What follows belongs to an exercise in optimizing a design on an open flow for a short achievable clock period and few clock cycles; a production flow would make more cautious choices. RTL that was checked went through simulation tests only; none was proved equivalent to the original. No functional check of the RTL was part of run 3. No activity file was given, so power comes from the tool's default toggle rates.

--- flow/flow/run.sh ---
#!/bin/bash
# The standard layout, with plain buffers (not delay cells) on the ports.
set -euo pipefail
export BUFFER_PORTS_ARGS="-buffer_cell sky130_fd_sc_hd__buf_2"
bash standard.sh > standard_flow.log 2>&1
--- flow/standard.sh ---
#!/bin/bash
# synth_recipe.tcl (not shown) runs the flow's synth.tcl, then flattens the netlist and writes it again
# the make line also repeats each setting of config.mk as NAME=value (left out here)
make -C /OpenROAD-flow-scripts/flow DESIGN_CONFIG=/design/flow/config.mk WORK_HOME=/design/flow/orfs CLKGATE_MAP_FILE= SYNTH_SCRIPT=/design/flow/synth_recipe.tcl "${@:-finish}"
--- flow/config.mk ---
export PLATFORM = sky130hd
export DESIGN_NAME = axi_qspi_controller
export DESIGN_NICKNAME = axi_qspi_controller
export VERILOG_FILES = /design/flow/design.v
export SDC_FILE = /design/flow/constraint.sdc
export NUM_CORES = 4
export LEC_CHECK = 0
export CAP_MARGIN = 20
export CORE_MARGIN = 2
export CORE_UTILIZATION = 70
export CTS_CLUSTER_DIAMETER = 60
export CTS_CLUSTER_SIZE = 24
export SETUP_SLACK_MARGIN = 3.0
export SLEW_MARGIN = 20
--- flow/constraint.sdc ---
create_clock -name core_clock -period 5.0 [get_ports {s_axi_aclk}]
set_input_delay 1.0000 -clock core_clock [delete_from_list [all_inputs] [get_ports {s_axi_aclk}]]
set_output_delay 1.0000 -clock core_clock [all_outputs]
set_load 0.01 [all_outputs]
--- flow/design.v ---
`timescale 1ns/1ns
package axi_lite_pkg;
  typedef logic [31:0] addr_t;
  typedef logic [31:0] data_t;
  typedef logic [3:0] strb_t;
  typedef enum logic [1:0] {
    RESP_OKAY   = 2'b00,
    RESP_SLVERR = 2'b10
  } resp_t;
endpackage
`timescale 1ns/1ns
package spi_flash_pkg;
  typedef logic [7:0]  opcode_t;
  typedef logic [23:0] flash_addr_t;
  typedef logic [3:0]  dummy_t;
  typedef logic [5:0]  data_len_t;
  typedef logic [7:0]  clkdiv_t;
  typedef logic        cs_idx_t;
  typedef enum logic [2:0] {
    ENG_IDLE,
    ENG_COMMAND,
    ENG_ADDRESS,
    ENG_DUMMY,
    ENG_DATA,
    ENG_FINISH
  } engine_state_t;
  typedef enum logic [1:0] {
    XIP_IDLE,
    XIP_WAIT,
    XIP_RESPOND
  } xip_state_t;
endpackage
`timescale 1ns/1ns
module axi_qspi_controller
(
  input  logic       s_axi_aclk,
  input  logic       s_axi_aresetn,
  input  logic       s_axi_awvalid_i,
  input  axi_lite_pkg::addr_t      s_axi_awaddr_i,
  output logic       s_axi_awready_o,
  input  logic       s_axi_wvalid_i,
  input  axi_lite_pkg::data_t      s_axi_wdata_i,
  input  axi_lite_pkg::strb_t      s_axi_wstrb_i,
  output logic       s_axi_wready_o,
  output logic       s_axi_bvalid_o,
  output axi_lite_pkg::resp_t      s_axi_bresp_o,
  input  logic       s_axi_bready_i,
  input  logic       s_axi_arvalid_i,
  input  axi_lite_pkg::addr_t      s_axi_araddr_i,
  output logic       s_axi_arready_o,
  output logic       s_axi_rvalid_o,
  output axi_lite_pkg::data_t      s_axi_rdata_o,
  output axi_lite_pkg::resp_t      s_axi_rresp_o,
  input  logic       s_axi_rready_i,
  output logic       spi_clk_o,
  output logic [1:0] spi_csn_o,
  output logic       spi_sdo_o,
  input  logic       spi_sdi_i
);
  localparam logic [2:0] SEG_HDR = 3'd0;   
  localparam logic [2:0] SEG_DUM = 3'd1;   
  localparam logic [2:0] SEG_DAT = 3'd2;   
  localparam logic [2:0] SEG_XD  = 3'd3;   
  localparam logic [2:0] SEG_END = 3'd4;   
  logic [7:0]  clkdiv;
  logic        cpol;
  logic [7:0]  cmd;
  logic [23:0] addr;
  logic [5:0]  len;
  logic        aen;
  logic [3:0]  dummy;
  logic        wcmd;
  logic [31:0] txdata;
  logic        cs_def;
  logic [31:0] cs_a0, cs_m0, cs_a1, cs_m1;
  logic        cmd_pend;       
  logic        fr_open;        
  logic        fr_open_d;      
  logic        fr_xip;         
  logic        st_cs;          
  logic [2:0]  seg;
  logic [5:0]  bl;             
  logic        last;           
  logic        ph;             
  logic [7:0]  wcnt;           
  logic        allow;          
  logic [31:0] tx;
  logic [31:0] rx;
  logic [23:0] sh_a;           
  logic        want;           
  logic        rd_out;         
  logic [23:0] ar_q;
  logic [15:0] g0_q;           
  logic [15:0] g1_q;           
  logic [11:0] ge_q;           
  logic [11:0] off_hi;         
  logic        win_q;          
  logic        ok_q;           
  logic        dec;            
  logic        cs_q;           
  logic        hs_q;           
  logic        pend_new;       
  logic        rv_go;          
  logic        rv_int;         
  logic [31:0] rd_h;           
  logic        rv_go2;         
  logic        rd_out_nx;
  logic [1:0]  cs_sel;         
  assign spi_csn_o = ~cs_sel;
  logic        wr_busy;        
  logic        wr_seen;
  logic        wr_go;
  logic        wr_app;         
  logic [11:0] wq_sel;
  logic [11:0] we_q;           
  logic        wq_ok;
  logic [31:0] wq_d;
  logic [3:0]  wq_s;
  logic        busy;
  assign busy = cmd_pend | (fr_open & ~fr_xip);
  function automatic logic [31:0] bswap(input logic [31:0] w);
    bswap = {w[7:0], w[15:8], w[23:16], w[31:24]};
  endfunction
  function automatic logic [7:0] mb(input logic [7:0] o, input logic [7:0] d, input logic s);
    mb = s ? d : o;
  endfunction
  function automatic logic [31:0] mw(input logic [31:0] o, input logic [31:0] d, input logic [3:0] s);
    mw = {mb(o[31:24], d[31:24], s[3]), mb(o[23:16], d[23:16], s[2]),
          mb(o[15:8], d[15:8], s[1]), mb(o[7:0], d[7:0], s[0])};
  endfunction
  function automatic logic mapped(input logic [31:0] a);
    mapped = (a[31:12] == 20'h0) && (a[1:0] == 2'b00) && (a[11:2] <= 10'd11);
  endfunction
  function automatic logic [15:0] grp_eq(input logic [31:0] a, input logic [31:0] m,
                                         input logic [31:0] v);
    logic [31:0] x;
    x = (a & m) ^ v;
    for (int i = 0; i < 16; i++) begin
      grp_eq[i] = (x[2*i +: 2] == 2'h0);
    end
  endfunction
  logic [15:0] ge_w;
  assign ge_w = grp_eq({8'h0, s_axi_araddr_i[23:0]}, 32'h00FF_FFFF, {8'h0, sh_a});
  logic        d_cs;
  logic        d_on;
  logic        d_hit;
  logic        d_miss;
  logic        d_far;
  logic [31:0] d_val;
  assign d_cs   = (&g0_q) ? 1'b0 : (&g1_q) ? 1'b1 : cs_def;
  assign d_on   = fr_open & fr_xip & (st_cs == d_cs) & (&ge_q);
  assign d_hit  = dec & win_q & d_on;
  assign d_miss = dec & win_q & ~d_on;
  assign d_far  = dec & win_q & fr_xip & ~(&ge_q);
  logic [11:0] rsel_q;
  always_comb begin
    d_val = ({32{rsel_q[0]}}  & {23'h0, cpol, clkdiv}) |
            ({32{rsel_q[1]}}  & {24'h0, cmd}) |
            ({32{rsel_q[2]}}  & {8'h0, addr}) |
            ({32{rsel_q[3]}}  & {15'h0, wcmd, dummy, 3'h0, aen, 2'h0, len}) |
            ({32{rsel_q[4]}}  & txdata) |
            ({32{rsel_q[5]}}  & rx) |
            ({32{rsel_q[6]}}  & {31'h0, busy}) |
            ({32{rsel_q[7]}}  & {31'h0, cs_def}) |
            ({32{rsel_q[8]}}  & cs_a0) |
            ({32{rsel_q[9]}}  & cs_m0) |
            ({32{rsel_q[10]}} & cs_a1) |
            ({32{rsel_q[11]}} & cs_m1);
  end
  logic close_st;
  logic close_now;
  logic xd_last;
  logic xhold;
  logic step;
  logic lead_clk;
  logic trail;
  logic deliver;
  logic rx_en;
  logic [31:0] word;
  assign close_st  = fr_xip ? (pend_new | wr_seen) : (seg == SEG_END);
  assign close_now = fr_open & ~ph & (close_st | d_far);
  assign xd_last   = (seg == SEG_XD) & last;
  assign xhold     = xd_last & ~want & ~hs_q;
  assign step      = fr_open & ~ph & allow;
  assign lead_clk  = step & ~close_st & ~d_far;
  assign trail     = fr_open & ph & allow & (~xhold | close_st);
  assign word      = {rx[30:0], spi_sdi_i};
  assign deliver   = ph & allow & xd_last & (want | hs_q);
  assign rx_en     = ph & allow & ((seg == SEG_XD && !last) || (seg == SEG_DAT && !wcmd));
  assign rd_out_nx = (s_axi_arvalid_i & ~rd_out) | (rd_out & ~(rv_int & s_axi_rready_i));
  assign wr_go = s_axi_awvalid_i & s_axi_wvalid_i & ~wr_busy & ~fr_open & ~cmd_pend & ~pend_new;
  always_ff @(posedge s_axi_aclk) begin
    if (!rd_out) begin
      ar_q <= s_axi_araddr_i[23:0];
      g0_q <= grp_eq(s_axi_araddr_i, cs_m0, cs_a0);
      g1_q <= grp_eq(s_axi_araddr_i, cs_m1, cs_a1);
      ge_q <= ge_w[11:0];
    end
    if (dec) begin
      cs_q   <= d_cs;
      off_hi <= ar_q[23:12] - 12'h001;
      for (int i = 0; i < 12; i++) begin
        rsel_q[i] <= ok_q && (ar_q[5:2] == 4'(i));
      end
    end
    if (!wr_busy) begin
      for (int i = 0; i < 12; i++) begin
        wq_sel[i] <= (s_axi_awaddr_i[11:2] == 10'(i));
      end
      wq_ok <= mapped(s_axi_awaddr_i);
      wq_d  <= s_axi_wdata_i;
      wq_s  <= s_axi_wstrb_i;
    end
    if (!fr_open_d) begin
      if (cmd_pend) begin
        tx <= {cmd, addr};
      end else begin
        tx   <= {8'h03, off_hi, ar_q[11:0]};
        sh_a <= ar_q;
      end
    end else begin
      if (step) begin
        tx <= {tx[30:0], 1'b0};
      end
      if (ph && allow && last && seg[2:1] == 2'b00) begin
        tx <= txdata;
      end
      if (deliver) begin
        sh_a <= sh_a + 24'd4;
      end
    end
    if (rv_go || deliver) begin
      rd_h <= rv_go ? d_val : bswap(word);
    end
    s_axi_rdata_o <= deliver ? bswap(word) : rd_h;
    s_axi_rresp_o <= (~win_q & ~ok_q) ? axi_lite_pkg::RESP_SLVERR : axi_lite_pkg::RESP_OKAY;
    s_axi_bresp_o <= wq_ok ? axi_lite_pkg::RESP_OKAY : axi_lite_pkg::RESP_SLVERR;
    s_axi_awready_o <= wr_go;
    s_axi_wready_o  <= wr_go;
    s_axi_arready_o <= ~rd_out_nx;
    spi_clk_o <= fr_open ? (spi_clk_o ^ (lead_clk | trail)) : cpol;
    spi_sdo_o <= fr_open & (step ? tx[31] : spi_sdo_o);
  end
  always_ff @(posedge s_axi_aclk or negedge s_axi_aresetn) begin
    if (!s_axi_aresetn) begin
      clkdiv   <= 8'd4;
      cpol     <= 1'b0;
      cmd      <= '0;
      addr     <= '0;
      len      <= '0;
      aen      <= 1'b0;
      dummy    <= '0;
      wcmd     <= 1'b0;
      txdata   <= '0;
      cs_def   <= 1'b0;
      cs_a0    <= '0;
      cs_m0    <= '0;
      cs_a1    <= '0;
      cs_m1    <= '0;
      cmd_pend <= 1'b0;
      fr_open  <= 1'b0;
      fr_open_d <= 1'b0;
      fr_xip   <= 1'b0;
      st_cs    <= 1'b0;
      seg      <= SEG_HDR;
      bl       <= '0;
      last     <= 1'b0;
      ph       <= 1'b0;
      wcnt     <= '0;
      allow    <= 1'b0;
      rx       <= '0;
      want     <= 1'b0;
      cs_sel    <= 2'b00;
      rd_out   <= 1'b0;
      win_q    <= 1'b0;
      ok_q     <= 1'b0;
      dec      <= 1'b0;
      hs_q     <= 1'b0;
      pend_new <= 1'b0;
      rv_go    <= 1'b0;
      rv_go2   <= 1'b0;
      s_axi_rvalid_o  <= 1'b0;
      rv_int   <= 1'b0;
      wr_busy  <= 1'b0;
      we_q     <= '0;
      wr_seen  <= 1'b0;
      wr_app   <= 1'b0;
      s_axi_bvalid_o  <= 1'b0;
    end else begin
      wr_seen <= s_axi_awvalid_i | s_axi_wvalid_i;
      wr_app <= s_axi_awready_o;
      for (int i = 0; i < 12; i++) begin
        we_q[i] <= s_axi_awready_o & wq_ok & wq_sel[i];
      end
      if (!fr_open_d) begin
        fr_open_d <= cmd_pend | pend_new;
      end else if (close_now) begin
        fr_open_d <= 1'b0;
      end
      if (wr_go) begin
        wr_busy <= 1'b1;
      end else if (s_axi_bvalid_o && s_axi_bready_i) begin
        wr_busy <= 1'b0;
      end
      if (s_axi_bvalid_o && s_axi_bready_i) begin
        s_axi_bvalid_o <= 1'b0;
      end
      if (wr_app) begin
        s_axi_bvalid_o <= 1'b1;
      end
      begin
        begin
          if (we_q[0]) begin
            clkdiv <= mb(clkdiv, wq_d[7:0], wq_s[0]);
            if (wq_s[1]) cpol <= wq_d[8];
          end
          if (we_q[1]) cmd <= mb(cmd, wq_d[7:0], wq_s[0]);
          if (we_q[2]) addr <= {mb(addr[23:16], wq_d[23:16], wq_s[2]),
                                  mb(addr[15:8], wq_d[15:8], wq_s[1]),
                                  mb(addr[7:0], wq_d[7:0], wq_s[0])};
          if (we_q[3]) begin
            if (wq_s[0]) len <= wq_d[5:0];
            if (wq_s[1]) begin
              aen   <= wq_d[8];
              dummy <= wq_d[15:12];
            end
            if (wq_s[2]) wcmd <= wq_d[16];
          end
          if (we_q[4]) txdata <= mw(txdata, wq_d, wq_s);
          if (we_q[6] && wq_s[0] && wq_d[0]) cmd_pend <= 1'b1;
          if (we_q[7] && wq_s[0]) cs_def <= wq_d[0];
          if (we_q[8])  cs_a0 <= mw(cs_a0, wq_d, wq_s);
          if (we_q[9])  cs_m0 <= mw(cs_m0, wq_d, wq_s);
          if (we_q[10]) cs_a1 <= mw(cs_a1, wq_d, wq_s);
          if (we_q[11]) cs_m1 <= mw(cs_m1, wq_d, wq_s);
        end
      end
      dec   <= s_axi_arvalid_i & ~rd_out;
      hs_q  <= d_hit;
      rv_go  <= dec & ~win_q;
      rv_go2 <= rv_go;
      if (!rd_out) begin
        win_q <= (s_axi_araddr_i[31:12] != 20'h0);
        ok_q  <= mapped(s_axi_araddr_i);
      end
      rd_out <= rd_out_nx;
      if (s_axi_rvalid_o && s_axi_rready_i) begin
        s_axi_rvalid_o <= 1'b0;
      end
      if (rv_int && s_axi_rready_i) begin
        rv_int <= 1'b0;
      end
      if (rv_go2 || deliver) begin
        s_axi_rvalid_o <= 1'b1;
        rv_int         <= 1'b1;
      end
      if (d_miss) begin
        pend_new <= 1'b1;
      end
      if (!fr_open) begin
        ph        <= 1'b0;
        wcnt      <= clkdiv;
        allow     <= (clkdiv == 8'd0);
        if (cmd_pend) begin
          cmd_pend  <= 1'b0;
          fr_open   <= 1'b1;
          fr_xip    <= 1'b0;
          cs_sel    <= cs_def ? 2'b10 : 2'b01;
          seg       <= SEG_HDR;
          bl        <= aen ? 6'd32 : 6'd8;
          last      <= 1'b0;
          rx        <= '0;
        end else if (pend_new) begin
          pend_new  <= 1'b0;
          fr_open   <= 1'b1;
          fr_xip    <= 1'b1;
          st_cs     <= cs_q;
          cs_sel    <= cs_q ? 2'b10 : 2'b01;
          seg       <= SEG_HDR;
          bl        <= 6'd32;
          last      <= 1'b0;
          want      <= 1'b1;
        end
      end else begin
        if (close_now) begin
          fr_open   <= 1'b0;
          fr_xip    <= 1'b0;
          cs_sel    <= 2'b00;
          want      <= 1'b0;
        end
        if (lead_clk || trail) begin
          ph        <= ~ph;
        end
        if (step || trail) begin
          wcnt  <= clkdiv;
          allow <= (clkdiv == 8'd0);
        end else begin
          if (wcnt != 8'd0) wcnt <= wcnt - 8'd1;
          allow <= (wcnt <= 8'd1);
        end
        if (rx_en) begin
          rx <= word;
        end
        if (trail) begin
          if (!last) begin
            bl   <= bl - 6'd1;
            last <= (bl == 6'd2);
          end else begin
            case (seg)
              SEG_HDR: begin
                if (fr_xip) begin
                  seg  <= SEG_XD;
                  bl   <= 6'd32;
                  last <= 1'b0;
                end else if (dummy != 4'h0) begin
                  seg  <= SEG_DUM;
                  bl   <= {2'b00, dummy};
                  last <= (dummy == 4'd1);
                end else if (len != 6'd0) begin
                  seg  <= SEG_DAT;
                  bl   <= len;
                  last <= (len == 6'd1);
                end else begin
                  seg  <= SEG_END;
                end
              end
              SEG_DUM: begin
                if (len != 6'd0) begin
                  seg  <= SEG_DAT;
                  bl   <= len;
                  last <= (len == 6'd1);
                end else begin
                  seg  <= SEG_END;
                end
              end
              SEG_XD: begin
                bl   <= 6'd32;
                last <= 1'b0;
              end
              default: seg <= SEG_END;
            endcase
          end
        end
      end
      if (deliver) begin
        want <= 1'b0;
      end else if (hs_q) begin
        want <= 1'b1;
      end
    end
  end
endmodule
==> impl_metrics.tcl, run 1 <==
set metrics [dict create \
    run_status "timing/DRC/antenna clean" \
    cts-htree-levels 2 \
    peakVddDrop_mv 0.4348 \
    startpoint_type "flip-flop" \
    drt-total-wl_um 72140 \
    rsz0062_at_grt "yes" \
    relSlewSlack_pct 38.42 \
    fmax_mhz 465.9 \
    synth_ff_type "dfrtp_1" \
    drive_gt1_share_pct 28.19 \
    worstMarginPinSlew_ns 0.9238 \
    place_congestion 0.9418 \
    synth_area_leaders "dfrtp_1 30%, edfxtp_1 28%, mux2_2 12%" \
    ctsHoldBuffers 0 \
    syn_inst 1974 \
    leakage_nw 11.71 \
    hold_path.class "flip-flop to flip-flop" \
    ant_nets 0 \
    num_rows 69 \
    drv_slew 0 \
    grt_overflow_total 0 \
    pin_count 153 \
    met1_length_um 26750 \
    viasPerCell 6.795 \
    period_share_pct 42.93 \
    yosysUniqueCellTypes 71 \
    grt_pass1_vias 17500 \
    synth-xor-area-share_pct 4.505 \
    wl_per_cell_um 27.52 \
    cp_slowest_cell "dfrtp_1" \
    fin_cells 2621 \
    avgSynthCellArea_um2 12.61 \
    drv_cap 0 \
    core-area_um2 35310 \
    clock_latency_ns 0.59 \
    critical_path.max_fanout 2 \
    nNetsFinal 2245 \
    area_growth_pct 12.75 \
    cts-buffers-inserted 37 \
    firstDrtPassIters 9 \
    synth_area_leader_cell "dfrtp_1" \
    ys_seq_area_share_pct 60.76 \
    cp.required_ns 4.00 \
    post-route-util_pct 79.47 \
    ys_ff_latch 566 \
    setup.worst_path.end_class "output port" \
    crit_type "flip-flop to output port" \
    floorplan.initialDensity_pct 70.48 \
    yosys_warnings 1 \
    grt_pass1_wl_um 105700 \
    setup_viol_count_final 0 \
    die_area_um2 37080 \
    die_h_um 192.6 \
    ys_async_sr_fraction_pct 52.83 \
    fin_crit_ns 2.146 \
    crit_family "flip-flops" \
    crit_chain "inv_1 -> buf_2" \
    holdWs_ns 0.4354 \
    clk_path_buf_depth 3 \
    met2_length_um 33490 \
    diodes 0 \
    grt_max_degree 116 \
    power.density_nw_per_um2 495.5 \
    clock-sinks 566 \
    io_buffer_count 150 \
    cp.arrival_ns 1.15 \
    synth_compound_area_share_pct 9.788 \
    routed.top_layer "met5" \
    rrSetupSlack_ns 2.96 \
    synthSimpleGateAreaFrac_pct 9.849 \
    drc 0 \
    path_buf_inv 2 \
    dr_wl_met3_um 7145 \
    antenna_found_initial 2 \
    path_clk_slew_ns 0.09 \
    vias 17810 \
    totalNegativeSetupSlack_ns 0 \
    tritoncts "yes" \
    hold_viol 0 \
    root_buffer "clkbuf_16" \
    first_iter_violations 2000 \
    fin_skew_ns 0.02860 \
    syn_area_um2 24890 \
    synthAdderAreaFrac_pct 0.3016 \
    cp_slowest_stage_delay_ns 0.39 \
    synth_edf_count 229 \
    hpwl_um 47860 \
    synth_top_area_share_pct 29.96 \
    synth_top_family_by_area "multiplexers" \
    synth.mux.area_fraction_pct 12.71 \
    dp_cells 2519 \
    die_w_um 192.6 \
    grt_usage_pct 39.24 \
]
-- placed cells by master, fill, tap and decap left out, types with 6 or more instances in the layout --
cell | synthesis | layout
nand2_1 | 206 | 206
xor2_1 | 41 | 41
edfxtp_1 | 229 | 229
a221oi_1 | 24 | 23
and3_1 | 17 | 16
a41oi_1 | 25 | 25
buf_4 | 10 | 35
nor2b_1 | 30 | 29
xnor2_1 | 87 | 87
o22ai_1 | 8 | 7
clkbuf_16 | 0 | 39
nor4_1 | 18 | 13
nor4_2 | 2 | 6
nor2_1 | 152 | 149
a222oi_1 | 13 | 13
a211oi_1 | 23 | 23
dfrtp_1 | 298 | 291
inv_1 | 26 | 24
dfxtp_2 | 0 | 30
a31oi_1 | 9 | 9
nand2b_1 | 8 | 6
nor3_1 | 29 | 28
buf_12 | 0 | 7
o31ai_1 | 8 | 7
inv_6 | 0 | 6
buf_2 | 9 | 115
buf_6 | 5 | 36
nand4_1 | 19 | 19
mux2i_1 | 27 | 27
a21oi_1 | 70 | 69
o21ai_0 | 44 | 44
nand3_1 | 22 | 20
mux2_2 | 256 | 256
a22oi_1 | 61 | 61
a22o_1 | 29 | 29
-- worst paths after layout --
kind	start	end	cells past startpoint
min in group asynchronous	s_axi_aresetn	wcnt[3]	1
setup reg to reg	rsel_q[11]	rd_h[3]	4
hold reg to reg	wr_app	s_axi_bvalid_o	1
hold / removal	wr_app	s_axi_bvalid_o	1
setup / recovery	cs_sel[0]	spi_csn_o[0]	2
max in group asynchronous	s_axi_aresetn	cs_a0[22]	2
-- per-stage QoR --
step / power (W) / worst slack, ns / instance area, um2
2_1_floorplan: 0.009080 / 2.981 / 24940
5_1_grt: 0.01445 / 2.815 / 28060
3_5_place_dp: 0.01026 / 2.390 / 26050
6_report: 0.01390 / 2.854 / 28060
3_3_place_gp: 0.01012 / 2.476 / 26050
4_1_cts: 0.01366 / 2.828 / 27780
-- final cells by class --
class	instances	area [um2]
inverter	27	106.4
multi-input combinational	1300	9487
timing repair inverter	1	5.005
clock inverter	24	241.5
timing repair buffer	198	1458
tap	461	576.8
sequential	566	15180
fill	2137	7248
clock buffer	44	1005
-- routing by layer --
layer	GRT usage [%]	up-vias
met2	61.88	1097
met5	0	-
met1	51.85	8825
li1	-	7603
met3	7.165	282
met4	22.14	2
-- Yosys cell counts, types with 24 or more instances --
cell type,instances
a21oi_1,70
a221oi_1,24
a22o_1,29
a22oi_1,61
a41oi_1,25
clkbuf_1,57
dfrtp_1,298
dfxtp_1,38
edfxtp_1,229
inv_1,26
mux2_2,256
mux2i_1,27
nand2_1,206
nor2_1,152
nor2b_1,30
nor3_1,29
o21ai_0,44
xnor2_1,87
xor2_1,41
-- repair_timing --
action                                 in CTS  in global routing
setup endpoints to repair                 296                149
pin swaps                                   1                  2
endpoints found under the hold margin       0                  0
setup buffers                              21                  7
resized for setup                          75                 41
gates cloned                                3                  3
-- cells by family (layout without fill, tap and decap cells) --
family / count (synthesis) / count (layout)
flops: 566 / 566
simple gates: 531 / 533
compound gates: 344 / 347
mux: 284 / 284
xor+xnor: 128 / 128
buf+inv: 114 / 294
fa+ha+maj: 6 / 6
other cells: 1 / 2
-- sequential cells by signal, summed over array words and instances, names as in the netlist, 8 cells and up --
register / cells
addr: 24
ar_q: 24
clkdiv: 8
cmd: 8
cs_a0: 32
cs_a1: 32
cs_m0: 32
cs_m1: 32
g0_q: 16
g1_q: 16
ge_q: 12
off_hi: 12
rd_h: 32
rsel_q: 12
rx: 32
s_axi_rdata_o: 32
sh_a: 24
tx: 32
txdata: 32
wcnt: 8
we_q: 11
wq_d: 32
wq_sel: 11
-- power breakdown --
part | leakage (nW) | switching, W | internal (W)
Combinational | 4.51 | 0.00197 | 0.00151
Sequential | 6.58 | 0.00108 | 0.00606
Clock | 0.619 | 0.00171 | 0.00157
Total | 11.7 | 0.00476 | 0.00914
Testbench counts, summed over its fixed seeds: cycles 141,600.
==> inputs of run 2 (changes only) <==
--- a/flow/config.mk
+++ b/flow/config.mk
@@ -8,5 +8,5 @@
 export CAP_MARGIN = 20
 export CORE_MARGIN = 2
-export CORE_UTILIZATION = 70
+export CORE_UTILIZATION = 40
 export CTS_CLUSTER_DIAMETER = 60
 export CTS_CLUSTER_SIZE = 24
==> impl_metrics.tcl, run 2 <==
set metrics [dict create \
    run_status "timing/DRC/antenna clean" \
    power_w 0.01414 \
    grt_pass1_wl_um 111900 \
    holdWs_ns 0.4469 \
    wl_per_cell_um 25.43 \
    first_iter_violations 1451 \
    yosys.cell_count.top_type "dfrtp_1" \
    drive_gt1_share_pct 28.55 \
    avgSynthCellArea_um2 12.61 \
    critical_path.max_fanout 2 \
    power.density_nw_per_um2 490.6 \
    syn_inst 1974 \
    area_growth_pct 15.78 \
    path_clk_slew_ns 0.07 \
    hold_viol 0 \
    floorplan.initialDensity_pct 40.40 \
    rrSetupSlack_ns 3.02 \
    min_to "s_axi_bvalid_o" \
    ant_nets 0 \
    drt-total-wl_um 76610 \
    grt_max_degree 108 \
    syn_area_um2 24890 \
    yosys_warnings 1 \
    vias 17150 \
    rr_startpoint "rsel_q[8]" \
    clock_latency_ns 0.60 \
    synth_top_area_share_pct 29.96 \
    seq_area_um2 15190 \
    core-area_um2 61600 \
    viasPerCell 5.691 \
    grt_usage_pct 23.86 \
    ys_ff_latch 566 \
    hold_path_startpoint "wr_app" \
    synth_area_leader_cell "dfrtp_1" \
    hold_path.class "flip-flop to flip-flop" \
    period_share_pct 42.37 \
    fill_cells 5482 \
    firstDrtPassIters 6 \
    cts-buffers-inserted 41 \
    synth_area_leaders "dfrtp_1 30%, edfxtp_1 28%, mux2_2 12%" \
    root_buffer "clkbuf_16" \
    setup_viol_count_final 0 \
    drc 0 \
    ctsHoldBuffers 0 \
    peakVddDrop_mv 0.2789 \
    leakage_nw 11.81 \
    fin_skew_ns 0.02524 \
    synth_ff_type "dfrtp_1" \
    startpoint_type "flip-flop" \
    tritoncts "yes" \
    final_common_cell "dfrtp_1" \
    pin_count 153 \
    hpwl_um 51910 \
    place_congestion 0.8716 \
    worstMarginPinSlew_ns 0.8470 \
    totalNegativeSetupSlack_ns 0 \
    yosys-top-cells-count "298 x dfrtp_1, 256 x mux2_2, 229 x edfxtp_1, 206 x nand2_1, 152 x nor2_1" \
    crit_type "flip-flop to output port" \
    antenna_found_initial 2 \
    fin_crit_ns 2.118 \
    final_cell_mix "289 x dfrtp_1, 256 x mux2_2, 229 x edfxtp_1" \
    multi_input_area_um2 9464 \
    yosysUniqueCellTypes 71 \
    nNetsFinal 2259 \
    reg2reg_to "rd_h[12]" \
    rr_worst_depth 4 \
    cp.required_ns 4.00 \
    die_area_um2 64230 \
    clock-sinks 566 \
    cp.arrival_ns 1.12 \
    ys_async_sr_fraction_pct 52.83 \
    synth_edf_count 229 \
    ys_seq_area_share_pct 60.76 \
    io_buffer_count 150 \
    drv_cap 0 \
    relSlewSlack_pct 43.53 \
    grt_pass1_vias 16890 \
    hold_depth 1 \
    num_rows 91 \
    grt_overflow_total 0 \
    clk_path_buf_depth 3 \
    die_h_um 253.4 \
    rsz0062_at_grt "yes" \
    cts-htree-levels 2 \
    die_w_um 253.4 \
    setup.worst_path.end_class "output port" \
    fmax_mhz 472.1 \
    drv_slew 0 \
]
-- run 2: worst max path at each step --
stage | from | end | slack [ns] | depth (start not counted)
after global placement | s_axi_araddr_i[17] | ok_q | 2.16 | 5
after floorplan | s_axi_araddr_i[14] | ok_q | 2.98 | 3
after CTS | rd_out | ar_q[9] | 2.81 | 1
final | cs_sel[0] | spi_csn_o[0] | 2.88 | 2
after global routing | cs_sel[0] | spi_csn_o[0] | 2.85 | 2
after detailed placement | s_axi_araddr_i[24] | ok_q | 2.07 | 5
-- run 2: repair_timing --
action,in CTS,in global routing
pin swaps,3,1
hold endpoints to repair,0,0
endpoints found under the setup margin,308,155
cloned,6,1
setup buffers,25,13
resized for setup,81,38
-- run 2: per-layer routing --
| metal | vias to the layer above | share of wire [%] | GRT usage [%] |
|---|---|---|---|
| met1 | 8726 | 42 | 32.06 |
| met4 | 2 | 4.3 | 10.45 |
| li1 | 7626 | - | - |
| met3 | 134 | 6.4 | 3.279 |
| met2 | 658 | 47 | 38.63 |
| met5 | - | 0.014 | 0 |
-- run 2: critical path, cell delays in order, from the launching register on --
cell and delay [ns]:
dfrtp_1 0.39, inv_2 0.06, buf_6 0.09
-- run 2: cell families (layout without fill, tap and decap cells) --
| kind of cell | count (synthesis) | in the layout | share of synthesized area [%] |
|---|---|---|---|
| compound gates | 344 | 346 | 9.788 |
| xor+xnor | 128 | 128 | 4.505 |
| fa+ha+maj | 6 | 6 | 0.3016 |
| buf+inv | 114 | 310 | 2.071 |
| flops | 566 | 566 | 60.76 |
| mux | 284 | 284 | 12.71 |
| other cells | 1 | 3 | 0.01507 |
| simple gates | 531 | 533 | 9.849 |
-- run 2: area by class of cell --
type,count,area share (%)
clock inverter,28,1.194
timing repair buffer,209,5.523
timing repair inverter,1,0.02605
tap,837,3.635
sequential,566,52.71
antenna,1,0.008685
multi-input combinational,1299,32.85
clock buffer,45,3.687
inverter,27,0.3691
-- run 2: where the power goes --
part | switching, W | internal [W]
clock network | 0.00187 | 0.00174
logic | 0.00191 | 0.00148
registers | 0.00107 | 0.00607
total | 0.00484 | 0.00929
-- run 2: metrics by stage --
stage,setup slack (ns),cells,cell area [um2],utilization (%)
after global routing,2.851,3013,28810,46.78
after floorplan,2.981,1975,24940,-
final,2.882,3013,28810,46.78
after global placement,2.156,2894,26510,43.04
after CTS,2.815,2998,28540,46.34
after detailed placement,2.069,2894,26510,43.04
==> inputs of run 3 (changes only) <==
--- a/flow/design.v
+++ b/flow/design.v
@@ -106,6 +106,4 @@
   logic        rv_go2;         
   logic        rd_out_nx;
-  logic [1:0]  cs_sel;         
-  assign spi_csn_o = ~cs_sel;
   logic        wr_busy;        
   logic        wr_seen;
@@ -271,5 +269,5 @@
       rx       <= '0;
       want     <= 1'b0;
-      cs_sel    <= 2'b00;
+      spi_csn_o <= 2'b11;
       rd_out   <= 1'b0;
       win_q    <= 1'b0;
@@ -366,5 +364,5 @@
           fr_open   <= 1'b1;
           fr_xip    <= 1'b0;
-          cs_sel    <= cs_def ? 2'b10 : 2'b01;
+          spi_csn_o <= cs_def ? 2'b01 : 2'b10;
           seg       <= SEG_HDR;
           bl        <= aen ? 6'd32 : 6'd8;
@@ -376,5 +374,5 @@
           fr_xip    <= 1'b1;
           st_cs     <= cs_q;
-          cs_sel    <= cs_q ? 2'b10 : 2'b01;
+          spi_csn_o <= cs_q ? 2'b01 : 2'b10;
           seg       <= SEG_HDR;
           bl        <= 6'd32;
@@ -386,5 +384,5 @@
           fr_open   <= 1'b0;
           fr_xip    <= 1'b0;
-          cs_sel    <= 2'b00;
+          spi_csn_o <= 2'b11;
           want      <= 1'b0;
         end
==> impl_metrics.tcl, run 3 <==
set metrics [dict create \
    ys_async_sr_fraction_pct 52.83 \
    routed.top_layer "met4" \
    clock-sinks 566 \
    syn_inst 1964 \
    drive_gt1_share_pct 28.52 \
    drc 0 \
    drt-total-wl_um 74630 \
    totalNegativeSetupSlack_ns 0 \
    viasPerCell 5.703 \
    cp_slowest_cell "dfstp_2" \
    startpoint_type "flip-flop" \
    crit_end "spi_csn_o[0]" \
    rsz0062_at_grt "yes" \
    setup.worst_path.end_class "output port" \
    yosysUniqueCellTypes 80 \
    final_cell_mix "284 x dfrtp_1, 253 x mux2_2, 229 x edfxtp_1" \
    drv_cap 0 \
    cp.required_ns 4.00 \
    startpoint "spi_csn_o[0]" \
    fin_crit_ns 2.245 \
    die_area_um2 64390 \
    die_w_um 253.7 \
    yosys_warnings 1 \
    clock_latency_ns 0.62 \
    critical_path.max_fanout 2 \
    synth_area_leader_cell "dfrtp_1" \
    preCtsSetupSlack_ns 2.421 \
    worst_slack_ns 2.755 \
    setup_viol_count_final 0 \
    syn_area_um2 24950 \
    hold_path_startpoint "s_axi_awready_o" \
    antenna_found_initial 3 \
    rr_startpoint "rsel_q[9]" \
    grt_pass1_wl_um 110300 \
    root_buffer "clkbuf_16" \
    path_clk_slew_ns 0.09 \
    wl_per_cell_um 24.89 \
    cts-htree-levels 2 \
    num_rows 91 \
    grt_overflow_total 0 \
    synth_edf_count 229 \
    dp_cells 2887 \
    synth_area_leaders "dfrtp_1 30%, edfxtp_1 28%, mux2_2 11%" \
    fill_cells 5624 \
    power.density_nw_per_um2 460.4 \
    avgSynthCellArea_um2 12.70 \
    run_status "timing/DRC/antenna clean" \
    cp.arrival_ns 1.25 \
    ys_ff_latch 566 \
    ys_seq_area_share_pct 60.62 \
    pin_count 153 \
    floorplan.initialDensity_pct 40.43 \
    first_iter_violations 1565 \
    grt_max_degree 115 \
    io_buffer_count 150 \
    crit_family "flip-flops" \
    crit_chain "buf_6" \
    holdWs_ns 0.4044 \
    worstMarginPinSlew_ns 0.9919 \
    core-area_um2 61710 \
    hold_path.class "flip-flop to flip-flop" \
    firstDrtPassIters 5 \
    met2_length_um 36100 \
    yosys.cell_count.top_type "dfrtp_1" \
    post-route-util_pct 46.64 \
    rr_worst_depth 6 \
    path_buf_inv 1 \
    leakage_nw 11.71 \
    period_share_pct 44.91 \
    grt_usage_pct 23.10 \
    place_congestion 0.8572 \
    tritoncts "yes" \
    nNetsFinal 2241 \
    relSlewSlack_pct 33.87 \
    met1_length_um 31750 \
    fin_cells 2999 \
    fmax_mhz 445.4 \
    synth_top_area_share_pct 29.69 \
    ant_nets 0 \
    cp_slowest_stage_delay_ns 0.55 \
    yosys-top-cells-count "296 x dfrtp_1, 253 x mux2_2, 229 x edfxtp_1, 197 x nand2_1, 149 x nor2_1" \
    ctsHoldBuffers 0 \
    clk_path_buf_depth 3 \
    grt_pass1_vias 17160 \
    synth_ff_type "dfrtp_1" \
    hold_viol 0 \
    area_growth_pct 15.37 \
    drv_slew 0 \
    crit_type "flip-flop to output port" \
    crit_cells 1 \
    peakVddDrop_mv 0.2288 \
    vias 17100 \
    hpwl_um 51070 \
    rrSetupSlack_ns 3.02 \
    fin_skew_ns 0.03381 \
    final_common_cell "dfrtp_1" \
    reg2reg_to "rd_h[16]" \
    die_h_um 253.7 \
    cts-buffers-inserted 41 \
    dr_wl_met3_um 3885 \
]
[run 3: cell types whose count changed in the layout (fill, tap and decap cells not counted), moves of 5 or more]
cell / change
and3_1: +5
inv_12: +5
xor2_1: +5
a21oi_1: -8
buf_4: -6
nor4_1: +7
dfrtp_1: -5
xnor2_1: -5
nand2_1: -9
o21ai_0: +7
[run 3: cell type report]
type                            instances  area [um2]  share of cell area [%]
Antenna cell                            2       5.005                 0.01739
Clock buffer                           45        1061                   3.686
Clock inverter                         31       401.6                   1.395
Inverter                               22       86.33                  0.2999
Multi-Input combinational cell       1293        9474                   32.91
Sequential cell                       566       15210                   52.84
Tap cell                              837        1047                   3.638
Timing Repair Buffer                  203        1500                   5.212
[run 3: stage by stage]
step	total power, W	instance area (um2)
3_5_place_dp	0.009469	26590
2_1_floorplan	0.008441	25000
5_1_grt	0.01386	28780
3_3_place_gp	0.009383	26590
4_1_cts	0.01329	28630
6_report	0.01325	28780
[run 3: cell families after synthesis]
logic type      count (synthesis)  share of synthesized area, %
compound gates                338                         9.774
xor+xnor                      128                         4.493
fa+ha+maj                       6                        0.3009
buf+inv                       109                         2.006
flops                         566                         60.62
mux                           284                         12.68
other cells                     1                       0.01503
simple gates                  532                         10.12
[run 3: worst min path at each step]
stage                           to  slack [ns]  cells after the start
detailed placement  s_axi_bvalid_o        0.42                      1
floorplan                   rv_go2        0.37                      0
finish                      wr_app        0.40                      0
global route                wr_app        0.41                      0
CTS                         wr_app        0.40                      0
global placement    s_axi_bvalid_o        0.41                      1
[run 3: per-layer routing]
| metal | vias to the layer above | track usage, % |
|---|---|---|
| met5 | - | 0 |
| met4 | 0 | 8.908 |
| met3 | 131 | 3.431 |
| met2 | 561 | 38.18 |
| met1 | 8792 | 30.76 |
| li1 | 7618 | - |
[run 3: worst reg2reg max path: stages (launching register included)]
cell      delay [ns]
edfxtp_1        0.50
buf_4           0.19
buf_4           0.19
buf_4           0.19
a22o_1          0.20
a221oi_1        0.25
a31oi_1         0.18
[run 3: what timing repair did]
action                                  in CTS  in global routing
cloned                                       3                  0
pin swaps                                    4                  1
buffers inserted                            23                  8
endpoints found under the setup margin     273                112
resized for setup                           83                 30
[run 3: power breakdown]
part / switching (W) / internal [W] / total, W / leakage, nW
combinational: 0.00161 / 0.00123 / 0.00284 / 4.52
sequential: 0.000876 / 0.00587 / 0.00674 / 6.49
clock: 0.00193 / 0.00173 / 0.00366 / 0.706
total: 0.00442 / 0.00883 / 0.0133 / 11.7

separate check: timing with driven ports:
The results above use ideal ports. As a check the final layouts listed here were re-extracted and re-timed, cells and wires unchanged.
Step 1, drivers: a clkbuf_16 drives s_axi_aclk and a buf_2 each remaining input, both assumed.
Step 2 adds t to the input delays and takes it off the output delays; t is the mean of the earliest and latest rising clock arrival at the registers after step 1. Input paths then give back, and output paths get back, about the clock's delay inside the block.
Slacks: ideal ports / drivers / drivers and shift; pairs: ideal ports / drivers.
run	shift t [ns]	slack for setup (ns)	worst setup path at the end
run 1	0.633	2.854 / 2.798 / 2.607	input to register
run 2	0.647	2.882 / 2.820 / 2.494	input to register
run 3	0.663	2.755 / 2.693 / 2.413	input to register
After both steps setup and hold are still met in every run listed. For run 2, which loses most, drivers alone change the setup slack by -0.062 ns; drivers and shift together by -0.388 ns.
